Context: an optimization exercise on an open-source flow, tuned for a short achievable clock period and few clock cycles. The choices shown serve that exercise and are no tape-out recipe.
In this exercise RTL edits were held to simulation tests only and were not proved equivalent to the original.
No activity file was given, so power comes from the tool's default toggle rates.

==> flow/design.v <==
package viper_pkg;
   localparam int addr_w  = 20;   
   localparam int data_w  = 32;   
   localparam int pc_step = 8;    
   localparam int tail_w  = 19;   
   typedef enum logic [1:0] {
      reg0, reg1, reg2, reg3
   } reg_sel_e;
   typedef enum logic [1:0] {
      immediate, direct, index_reg1, index_reg2
   } addr_mode_e;
   typedef enum logic [2:0] {
      dest_reg0, dest_reg1, dest_reg2, dest_reg3,
      cond_set, cond_clear, dest_none, store
   } dest_e;
   typedef enum logic [3:0] {
      neg, push, load_a, load_b, add_a, add_b, sub_a, sub_b,
      add_c, sub_c, add_d, sub_d, reserved
   } alu_func_e;
   typedef enum logic [3:0] {
      lt, ge, eq, ne, le, gt, rsv6, rsv7,
      lt_or, ge_or, eq_or, ne_or, le_or, gt_or, rsv14, rsv15
   } cmp_func_e;
   typedef struct packed {
      logic                top;          
      reg_sel_e            src;
      addr_mode_e          mode;
      dest_e               dest;
      logic                is_compare;
      logic [3:0]          func;         
      logic [tail_w-1:0]   tail;
   } instr_t;
   typedef struct packed {
      logic              cyc;
      logic              stb;
      logic              we;
      logic [addr_w-1:0] adr;
      logic [data_w-1:0] dat;
   } wb_req_t;
   typedef struct packed {
      logic              ack;
      logic [data_w-1:0] dat;
   } wb_rsp_t;
   typedef struct packed {
      logic              go;    
      logic              we;
      logic [addr_w-1:0] adr;
      logic [data_w-1:0] dat;
   } bus_cmd_t;
   typedef enum logic [1:0] {
      fetch, operand, execute, store_wait
   } seq_state_e;
endpackage
`timescale 1ns/1ps
module wb_master (
   input  logic                             clock,
   input  logic                             reset,
   input  viper_pkg::bus_cmd_t              cmd,
   output viper_pkg::wb_req_t               bus,
   input  viper_pkg::wb_rsp_t               bus_rsp,
   output logic                             done,
   output logic [viper_pkg::data_w-1:0]     rdata
);
   logic              busy;    
   logic              we_q;
   logic [viper_pkg::addr_w-1:0] adr_q;
   logic [viper_pkg::data_w-1:0] dat_q;
   always_ff @(posedge clock or posedge reset)
   begin
      if (reset)
      begin
         busy <= 1'b0;
         we_q <= 1'b0;
         done <= 1'b0;
      end
      else
      begin
         done <= busy && bus_rsp.ack;
         if (busy)
         begin
            if (bus_rsp.ack)
               busy <= 1'b0;    
         end
         else if (cmd.go)
         begin
            busy <= 1'b1;
            we_q <= cmd.we;
         end
      end
   end
   always_ff @(posedge clock)
   begin
      if (!busy && cmd.go)
      begin
         adr_q <= cmd.adr;
         dat_q <= cmd.dat;
      end
      if (busy && bus_rsp.ack && !we_q)
         rdata <= bus_rsp.dat;    
   end
   always_comb
   begin
      bus.cyc = busy;
      bus.stb = busy;
      bus.we  = we_q;
      bus.adr = adr_q;
      bus.dat = dat_q;
   end
endmodule
`timescale 1ns/1ps
module sequencer (
   input  logic                             clock,
   input  logic                             reset,
   input  viper_pkg::instr_t                instr,
   input  logic                             done,
   input  logic [viper_pkg::addr_w-1:0]     pc,
   input  logic [viper_pkg::addr_w-1:0]     eff_addr,
   input  logic [viper_pkg::data_w-1:0]     store_data,
   input  logic                             needs_operand,
   input  logic                             is_store,
   output viper_pkg::bus_cmd_t              cmd,
   output logic                             ir_load,
   output logic                             pc_advance,
   output logic                             exec_strobe
);
   viper_pkg::seq_state_e state;
   viper_pkg::seq_state_e state_next;
   logic       waiting;    
   always_comb
   begin
      state_next = state;
      case (state)
         viper_pkg::fetch:
         begin
            if (done)
            begin
               if (is_store)
                  state_next = viper_pkg::store_wait;
               else if (needs_operand)
                  state_next = viper_pkg::operand;
               else
                  state_next = viper_pkg::execute;
            end
         end
         viper_pkg::operand:
         begin
            if (done)
               state_next = viper_pkg::execute;
         end
         viper_pkg::execute:
            state_next = viper_pkg::fetch;    
         viper_pkg::store_wait:
         begin
            if (done)
               state_next = viper_pkg::fetch;
         end
         default:
            state_next = viper_pkg::fetch;
      endcase
   end
   always_ff @(posedge clock or posedge reset)
   begin
      if (reset)
      begin
         state   <= viper_pkg::fetch;
         waiting <= 1'b0;
      end
      else
      begin
         state <= state_next;
         if (cmd.go)
            waiting <= 1'b1;
         else if (done)
            waiting <= 1'b0;
      end
   end
   always_comb
   begin
      cmd.go  = (state != viper_pkg::execute) && !waiting;
      cmd.we  = (state == viper_pkg::store_wait) && !instr.is_compare && (instr.dest == viper_pkg::store);
      cmd.adr = (state == viper_pkg::fetch) ? pc : eff_addr;
      cmd.dat = store_data;
   end
   assign ir_load     = (state == viper_pkg::fetch) && done;
   assign pc_advance  = (state == viper_pkg::fetch) && done;    
   assign exec_strobe = (state == viper_pkg::execute);
endmodule
`timescale 1ns/1ps
module reg_file (
   input  logic                             clock,
   input  logic                             reset,
   input  logic                             pc_advance,
   input  logic [3:0]                       wr_en,
   input  logic [viper_pkg::data_w-1:0]     wr_value,
   input  logic                             push,
   input  logic [viper_pkg::data_w-1:0]     operand,
   output logic [3:0][viper_pkg::data_w-1:0]  regs
);
   localparam logic [viper_pkg::data_w-1:0] pc_inc = viper_pkg::pc_step;
   always_ff @(posedge clock or posedge reset)
   begin
      if (reset)
      begin
         regs <= '0;
      end
      else if (push)
      begin
         regs[2] <= regs[3];    
         regs[3] <= operand;
      end
      else
      begin
         if (wr_en[0])
            regs[0] <= wr_value;
         if (wr_en[1])
            regs[1] <= wr_value;
         if (wr_en[2])
            regs[2] <= wr_value;
         if (wr_en[3])
            regs[3] <= wr_value;
         if (pc_advance)
            regs[3] <= regs[3] + pc_inc;    
      end
   end
endmodule
`timescale 1ns/1ps
module exec_unit (
   input  logic                             clock,
   input  logic                             reset,
   input  logic [viper_pkg::data_w-1:0]     rdata,
   input  logic                             ir_load,
   input  logic                             exec_strobe,
   input  logic [3:0][viper_pkg::data_w-1:0]  regs,
   output viper_pkg::instr_t                instr,
   output logic [viper_pkg::addr_w-1:0]     eff_addr,
   output logic [viper_pkg::data_w-1:0]     store_data,
   output logic                             needs_operand,
   output logic                             is_store,
   output logic [3:0]                       wr_en,
   output logic [viper_pkg::data_w-1:0]     wr_value,
   output logic                             push,
   output logic [viper_pkg::data_w-1:0]     operand
);
   viper_pkg::instr_t dec;         
   logic              flag;
   logic              cmp_base;
   logic              cmp_hit;
   logic              lt_s;
   logic              gt_s;
   logic              reserved_op;
   logic              alu_op;
   logic [viper_pkg::data_w-1:0] src_val;
   logic [viper_pkg::addr_w-1:0] index;
   function automatic logic func_reserved(viper_pkg::instr_t i);
      if (i.is_compare)
         func_reserved = (i.func == viper_pkg::rsv6) || (i.func == viper_pkg::rsv7)
                         || (i.func == viper_pkg::rsv14) || (i.func == viper_pkg::rsv15);
      else
         func_reserved = i.func >= viper_pkg::reserved;
   endfunction
   always_ff @(posedge clock or posedge reset)
   begin
      if (reset)
      begin
         instr <= '0;
         flag  <= 1'b0;
      end
      else
      begin
         if (ir_load)
            instr <= dec;
         if (exec_strobe && instr.is_compare && !reserved_op)
            flag <= cmp_hit;
      end
   end
   assign dec           = ir_load ? rdata : instr;
   assign is_store      = !dec.is_compare && (dec.dest == viper_pkg::store);
   assign needs_operand = (dec.mode != viper_pkg::immediate) && !is_store && !func_reserved(dec);
   assign reserved_op = func_reserved(instr);
   assign src_val     = regs[instr.src];
   assign store_data  = src_val;
   assign operand     = (instr.mode == viper_pkg::immediate) ? {{(viper_pkg::data_w-viper_pkg::tail_w){1'b0}}, instr.tail}
                                                        : rdata;
   always_comb
   begin
      case (instr.mode)
         viper_pkg::index_reg1: index = regs[1][viper_pkg::addr_w-1:0];
         viper_pkg::index_reg2: index = regs[2][viper_pkg::addr_w-1:0];
         default:    index = '0;
      endcase
      eff_addr = {{(viper_pkg::addr_w-viper_pkg::tail_w){1'b0}}, instr.tail} + index;    
   end
   always_comb
   begin
      lt_s = $signed(src_val) < $signed(operand);
      gt_s = $signed(src_val) > $signed(operand);
      case ({1'b0, instr.func[2:0]})
         viper_pkg::lt: cmp_base = lt_s;
         viper_pkg::ge: cmp_base = !lt_s;
         viper_pkg::eq: cmp_base = (src_val == operand);
         viper_pkg::ne: cmp_base = (src_val != operand);
         viper_pkg::le: cmp_base = !gt_s;
         viper_pkg::gt: cmp_base = gt_s;
         default: cmp_base = flag;
      endcase
      cmp_hit = cmp_base | (instr.func[3] & flag);    
   end
   always_comb
   begin
      case (instr.func)
         viper_pkg::neg:
            wr_value = '0 - operand;
         viper_pkg::push, viper_pkg::load_a, viper_pkg::load_b:
            wr_value = operand;
         viper_pkg::add_a, viper_pkg::add_b, viper_pkg::add_c, viper_pkg::add_d:
            wr_value = src_val + operand;
         viper_pkg::sub_a, viper_pkg::sub_b, viper_pkg::sub_c, viper_pkg::sub_d:
            wr_value = src_val - operand;
         default:                      wr_value = src_val;
      endcase
   end
   assign alu_op = exec_strobe && !instr.is_compare && !reserved_op;
   assign push   = alu_op && (instr.func == viper_pkg::push);
   always_comb
   begin
      wr_en = 4'b0000;
      if (alu_op && !push)
      begin
         case (instr.dest)
            viper_pkg::dest_reg0:  wr_en = 4'b0001;
            viper_pkg::dest_reg1:  wr_en = 4'b0010;
            viper_pkg::dest_reg2:  wr_en = 4'b0100;
            viper_pkg::dest_reg3:  wr_en = 4'b1000;
            viper_pkg::cond_set:   wr_en = {flag, 3'b000};     
            viper_pkg::cond_clear: wr_en = {!flag, 3'b000};
            default:    wr_en = 4'b0000;            
         endcase
      end
   end
endmodule
`timescale 1ns/1ps
module viper_top (
   input  logic               clock,
   input  logic               reset,
   output viper_pkg::wb_req_t bus,
   input  viper_pkg::wb_rsp_t bus_rsp
);
   viper_pkg::bus_cmd_t          cmd;
   logic              done;
   logic [viper_pkg::data_w-1:0] rdata;
   viper_pkg::instr_t            instr;
   logic [viper_pkg::addr_w-1:0] eff_addr;
   logic [viper_pkg::data_w-1:0] store_data;
   logic              needs_operand;
   logic              is_store;
   logic              ir_load;
   logic              pc_advance;
   logic              exec_strobe;
   logic [3:0][viper_pkg::data_w-1:0] regs;
   logic [3:0]        wr_en;
   logic [viper_pkg::data_w-1:0] wr_value;
   logic              push;
   logic [viper_pkg::data_w-1:0] operand;
   sequencer sequencer_i (
      .clock         (clock),
      .reset         (reset),
      .instr         (instr),
      .done          (done),
      .pc            (regs[3][viper_pkg::addr_w-1:0]),   
      .eff_addr      (eff_addr),
      .store_data    (store_data),
      .needs_operand (needs_operand),
      .is_store      (is_store),
      .cmd           (cmd),
      .ir_load       (ir_load),
      .pc_advance    (pc_advance),
      .exec_strobe   (exec_strobe)
   );
   wb_master wb_master_i (
      .clock   (clock),
      .reset   (reset),
      .cmd     (cmd),
      .bus     (bus),
      .bus_rsp (bus_rsp),
      .done    (done),
      .rdata   (rdata)
   );
   reg_file reg_file_i (
      .clock      (clock),
      .reset      (reset),
      .pc_advance (pc_advance),
      .wr_en      (wr_en),
      .wr_value   (wr_value),
      .push       (push),
      .operand    (operand),
      .regs       (regs)
   );
   exec_unit exec_unit_i (
      .clock         (clock),
      .reset         (reset),
      .rdata         (rdata),
      .ir_load       (ir_load),
      .exec_strobe   (exec_strobe),
      .regs          (regs),
      .instr         (instr),
      .eff_addr      (eff_addr),
      .store_data    (store_data),
      .needs_operand (needs_operand),
      .is_store      (is_store),
      .wr_en         (wr_en),
      .wr_value      (wr_value),
      .push          (push),
      .operand       (operand)
   );
endmodule
`timescale 1ns/1ps
module viper (
   input  logic        clock,
   input  logic        reset,
   output logic        wb_cyc_o,
   output logic        wb_stb_o,
   output logic        wb_we_o,
   output logic [19:0] wb_adr_o,
   output logic [31:0] wb_dat_o,
   input  logic        wb_ack_i,
   input  logic [31:0] wb_dat_i
);
   viper_pkg::wb_req_t bus;
   viper_pkg::wb_rsp_t bus_rsp;
   assign bus_rsp.ack = wb_ack_i;
   assign bus_rsp.dat = wb_dat_i;
   viper_top viper_top_i (
      .clock   (clock),
      .reset   (reset),
      .bus     (bus),
      .bus_rsp (bus_rsp)
   );
   assign wb_cyc_o = bus.cyc;
   assign wb_stb_o = bus.stb;
   assign wb_we_o  = bus.we;
   assign wb_adr_o = bus.adr;
   assign wb_dat_o = bus.dat;
endmodule
==> flow/run.sh <==
#!/bin/bash
# synth_recipe.tcl (not shown) runs the flow's synth.tcl, then flattens the netlist and writes it again
# the make line also repeats each setting of config.mk as NAME=value (left out here)
make -C /OpenROAD-flow-scripts/flow DESIGN_CONFIG=/design/flow/config.mk WORK_HOME=/design/flow/orfs CLKGATE_MAP_FILE= SYNTH_SCRIPT=/design/flow/synth_recipe.tcl finish
==> flow/config.mk <==
export PLATFORM = sky130hd
export DESIGN_NAME = viper
export DESIGN_NICKNAME = viper
export VERILOG_FILES = /design/flow/design.v
export SDC_FILE = /design/flow/constraint.sdc
export NUM_CORES = 4
export LEC_CHECK = 0
export CAP_MARGIN = 20
export CORE_MARGIN = 2
export CORE_UTILIZATION = 40
export SLEW_MARGIN = 20
==> flow/constraint.sdc <==
create_clock -name core_clock -period 6.0 [get_ports {clock}]
set_input_delay 1.2000 -clock core_clock [delete_from_list [all_inputs] [get_ports {clock}]]
set_output_delay 1.2000 -clock core_clock [all_outputs]
set_load 0.01 [all_outputs]
==> results.json <==
{
  "cts-buffers-inserted": 30,
  "synthTopCellsByArea": "dfrtp_1 24%, edfxtp_1 14%, nand2_1 6.5%",
  "post_cts_buffers": 0,
  "core_area_mm2": 0.0432,
  "groute.usage.overall_pct": 29.2,
  "grt_max_degree": 167,
  "routed_wl_mm": 66.7,
  "cts_hold_buffers": 0,
  "end_kind": "flip-flop",
  "nNetsFinal": 2124,
  "critPathSlowestCell": "dfrtp_1",
  "cp_data_arrival_time_ns": 5.75,
  "crit_type": "flip-flop to flip-flop",
  "hpwlAfterDp_mm": 48.6,
  "path_max_fanout": 28,
  "avgSynthCellArea_um2": 8.97,
  "num_io_pins": 90,
  "p_clk_share_pct": 13.1,
  "synth_top_area_share_pct": 23.7,
  "synthDistinctLibCells": 89,
  "met3_length_mm": 6.69,
  "dp_worst_setup_slack_ns": 0.849,
  "rr_endpoint": "viper_top_i.reg_file_i.regs[126]",
  "rows": 76,
  "start_util_pct": 40.6,
  "wl_met2_mm": 28.1,
  "syn_nets": 2078,
  "clk_latency_ns": 0.60,
  "gp_congestion": 0.966,
  "netSwitchingFraction_pct": 52.6,
  "syn2layout_area_growth_pct": 14.6,
  "seqPwrFrac_pct": 21.5,
  "slew_headroom_pct": 22.2,
  "grt_pass1_vias": 15548,
  "drc": 0,
  "grt_pass1_wl_mm": 99.3,
  "num_vias": 16473,
  "ys_seq_area_share_pct": 38.1,
  "cts_sinks": 250,
  "wl_met1_mm": 29.4,
  "cts_resized": 0,
  "n_fill_cell": 4206,
  "routedWlPerCell_um": 25.5,
  "n_antenna_cell": 0,
  "cts_tree": "yes",
  "fin_util_pct": 46.6,
  "fmax_ghz": 0.188,
  "cap_violations": 0,
  "internal_power_uw": 6620,
  "worstPathCellList": "nor2_4 -> buf_4 -> nand2_1 -> nand2_1 -> ha_1 -> fa_1 -> nor3b_1 -> a211o_1 -> a31o_2 -> o21ai_1 -> o221ai_1 -> a211oi_1 -> xnor2_1 -> o211ai_1 -> o22ai_1 -> o221ai_1",
  "p_leak_uw": 0.00835,
  "clk_path_buf_depth": 3,
  "p_per_area_mw_per_mm2": 695,
  "crit_start": "viper_top_i.exec_unit_i.instr[28]",
  "min_period_ns": 5.32,
  "highest_layer": "met4",
  "die_h_um": 213,
  "postSynth.asyncResetShare_pct": 66.4,
  "final_hold_viol_count": 0,
  "status": "complete, no violations",
  "ant_nets": 0,
  "rsz0062_at_grt": "false",
  "antenna_found_initial": 0,
  "yosysWarnings": 4,
  "finalCritPeriodShare_pct": 88.7,
  "worst_pin_slew_ns": 1.16,
  "vdd_drop_max_v": 0.000319,
  "firstDrtPassIters": 6,
  "cts_root_buffer": "clkbuf_16",
  "comb_power_share_pct": 65.4,
  "setup_violations": 0,
  "fin_skew_ns": 0.0269,
  "cp-endpoint": "viper_top_i.reg_file_i.regs[126]",
  "p_sw_uw": 7350,
  "ys.flop_type": "dfrtp_1",
  "synth_largest_area_cell": "dfrtp_1",
  "min_from": "viper_top_i.sequencer_i.waiting",
  "synth_edf_count": 84,
  "fin_tns_setup_ns": 0,
  "crit_path_start_kind": "flip-flop",
  "grt_overflow": 0,
  "critPathRequiredTime_ns": 6.43,
  "port_buffers": 89,
  "placed_cells": 2555,
  "syn_area_mm2": 0.0175,
  "die_w_um": 213,
  "viasPerCell": 6.31,
  "slew_violations": 0,
  "drt_iter0_drc": 1890,
  "drive_gt1_share_pct": 9.82,
  "die_area_mm2": 0.0455,
  "clkTransAtPathRegs_ns": 0.06,
  "reg2regPathDepth": 16,
  "slowest_delay_ns": 1.01,
  "synth_seq_cells": 250,
  "setup_ws_ns": 0.677,
  "layoutNonFillerInstCount": 2611,
  "reg2reg_from": "viper_top_i.exec_unit_i.instr[28]",
  "reg2reg_slack_ns": 0.68,
  "syn_inst": 1956,
  "hold_class": "flip-flop to flip-flop",
  "htreeDepth": 1
}
## critical path, delay by kind of cell, from the launching register on
family,cells,cell delay [ns]
AO/OA/AOI/OAI,8,2.57
flip-flops,1,1.01
adder cells (fa/ha/maj),2,0.68
AND/OR/NAND/NOR,4,0.41
buffers and inverters,1,0.25
XOR/XNOR,1,0.19
## layout make-up
class	instances	area [um^2]	share of cell area, %
Clock buffer	44	873	4.34
Multi-Input combinational cell	1498	10100	50.3
Timing Repair Buffer	141	1290	6.44
Clock inverter	12	104	0.517
Inverter	81	309	1.54
Sequential cell	250	6680	33.2
Tap cell	585	732	3.64
## Yosys cell counts, types with 9 or more instances
cell type  count
xor2_1        19
o21bai_1      14
a32oi_1       17
ha_1          84
xnor2_1       54
nand2b_1      16
a221oi_1      11
o211ai_1      18
nor4_1        12
edfxtp_1      84
or3_1          9
nand2_1      305
a221o_1       19
o31a_1         9
a21oi_1      128
a211oi_1      16
buf_1         10
o221ai_1      26
mux2_2        19
mux4_2        32
nor2b_1       33
a22oi_1       13
nor2_1       124
a31oi_1       12
nor3_1        36
o22ai_1       21
o31ai_1       16
o21ai_1       44
or2_2         14
and3_1        10
nand3_1       30
a21o_1        20
o21ai_0      130
inv_1         76
dfrtp_1      166
mux2i_1       39
clkbuf_1     109
o21a_1        19
nand4_1       13
## flip-flops by register name, indices dropped and copies added (netlist names)
name                             cells
viper_top_i.wb_master_i.done         1
viper_top_i.reg_file_i.regs        128
viper_top_i.wb_master_i.dat_q       32
viper_top_i.wb_master_i.rdata       32
viper_top_i.sequencer_i.waiting      1
viper_top_i.wb_master_i.we_q         1
viper_top_i.exec_unit_i.flag         1
viper_top_i.sequencer_i.state        2
viper_top_i.exec_unit_i.instr       31
viper_top_i.wb_master_i.busy         1
viper_top_i.wb_master_i.adr_q       20
## per-layer routing
metal	GRT usage, %	up-vias
li1	-	7305
met1	42.5	8130
met2	42.6	909
met3	6.11	129
met4	11.0	0
met5	0	-
## metrics by stage
stage | total power, uW | hold WS [ns] | area, um^2
2_1_floorplan | 8830 | 0.437 | 17500
3_3_place_gp | 11700 | 0.450 | 19100
3_5_place_dp | 11800 | 0.458 | 19100
4_1_cts | 13700 | 0.464 | 20100
5_1_grt | 14800 | 0.498 | 20100
6_report | 14000 | 0.473 | 20100
## layout by cell type (no fill, tap or decap), drive strengths merged, types with 33 or more instances in the layout
master	netlist	layout
dfrtp	166	166
nor2b	33	33
clkbuf	109	44
ha	84	84
nor3	36	36
edfxtp	84	84
nor2	125	125
mux2i	41	41
o21ai	174	174
inv	80	81
buf	18	52
xnor2	54	54
clkdlybuf4s50	0	89
nand2	305	305
a21oi	129	129
## worst min path at each step
stage / end / slack (ns) / depth (start not counted)
after floorplan: viper_top_i.sequencer_i.waiting / 0.44 / 1
after global placement: viper_top_i.sequencer_i.waiting / 0.45 / 1
after detailed placement: viper_top_i.sequencer_i.waiting / 0.46 / 1
after CTS: viper_top_i.sequencer_i.waiting / 0.46 / 1
after global routing: viper_top_i.reg_file_i.regs[28] / 0.50 / 2
final: viper_top_i.sequencer_i.waiting / 0.47 / 1
## logic make-up after synthesis
logic type	synth area share [%]
AND/OR/NAND/NOR	16.7
AO/OA/AOI/OAI	23.0
flip-flops	38.1
buffers and inverters	4.57
multiplexers	7.71
adder cells (fa/ha/maj)	6.33
XOR/XNOR	3.64
## power by group through the flow
| stage | combinational, uW | clock [uW] | sequential, uW |
|---|---|---|---|
| 2_1_floorplan | 6150 | 0 | 2680 |
| 3_3_place_gp | 8760 | 0 | 2980 |
| 3_5_place_dp | 8800 | 0 | 3000 |
| 4_1_cts | 8860 | 1850 | 2970 |
| 5_1_grt | 9800 | 1910 | 3050 |
| 6_report | 9140 | 1820 | 3010 |
Testbench counts, summed over its fixed seeds: cycles 173,424.

## what the ideal ports hide
The results above use ideal ports. As a check the final layout listed here was re-extracted and re-timed, cells and wires unchanged. Step 1 assumes that a clkbuf_16 drives the clock port and a buf_2 every other input. Step 2 times the ports against the registers' clock, not the clock port: input delays grow and output delays shrink by t, the midpoint of the rising clock arrivals with the driver on. Slacks: ideal / step 1 / step 2; pairs: ideal / step 1.
t (ns): 0.645
setup WS [ns]: 0.677 / 0.677 / 0.677
pins driven straight from the clock port: 1
After both steps this run still meets setup and hold. The setup slack of this run moves by 0.000 ns with the drivers and by 0.000 ns with both steps.
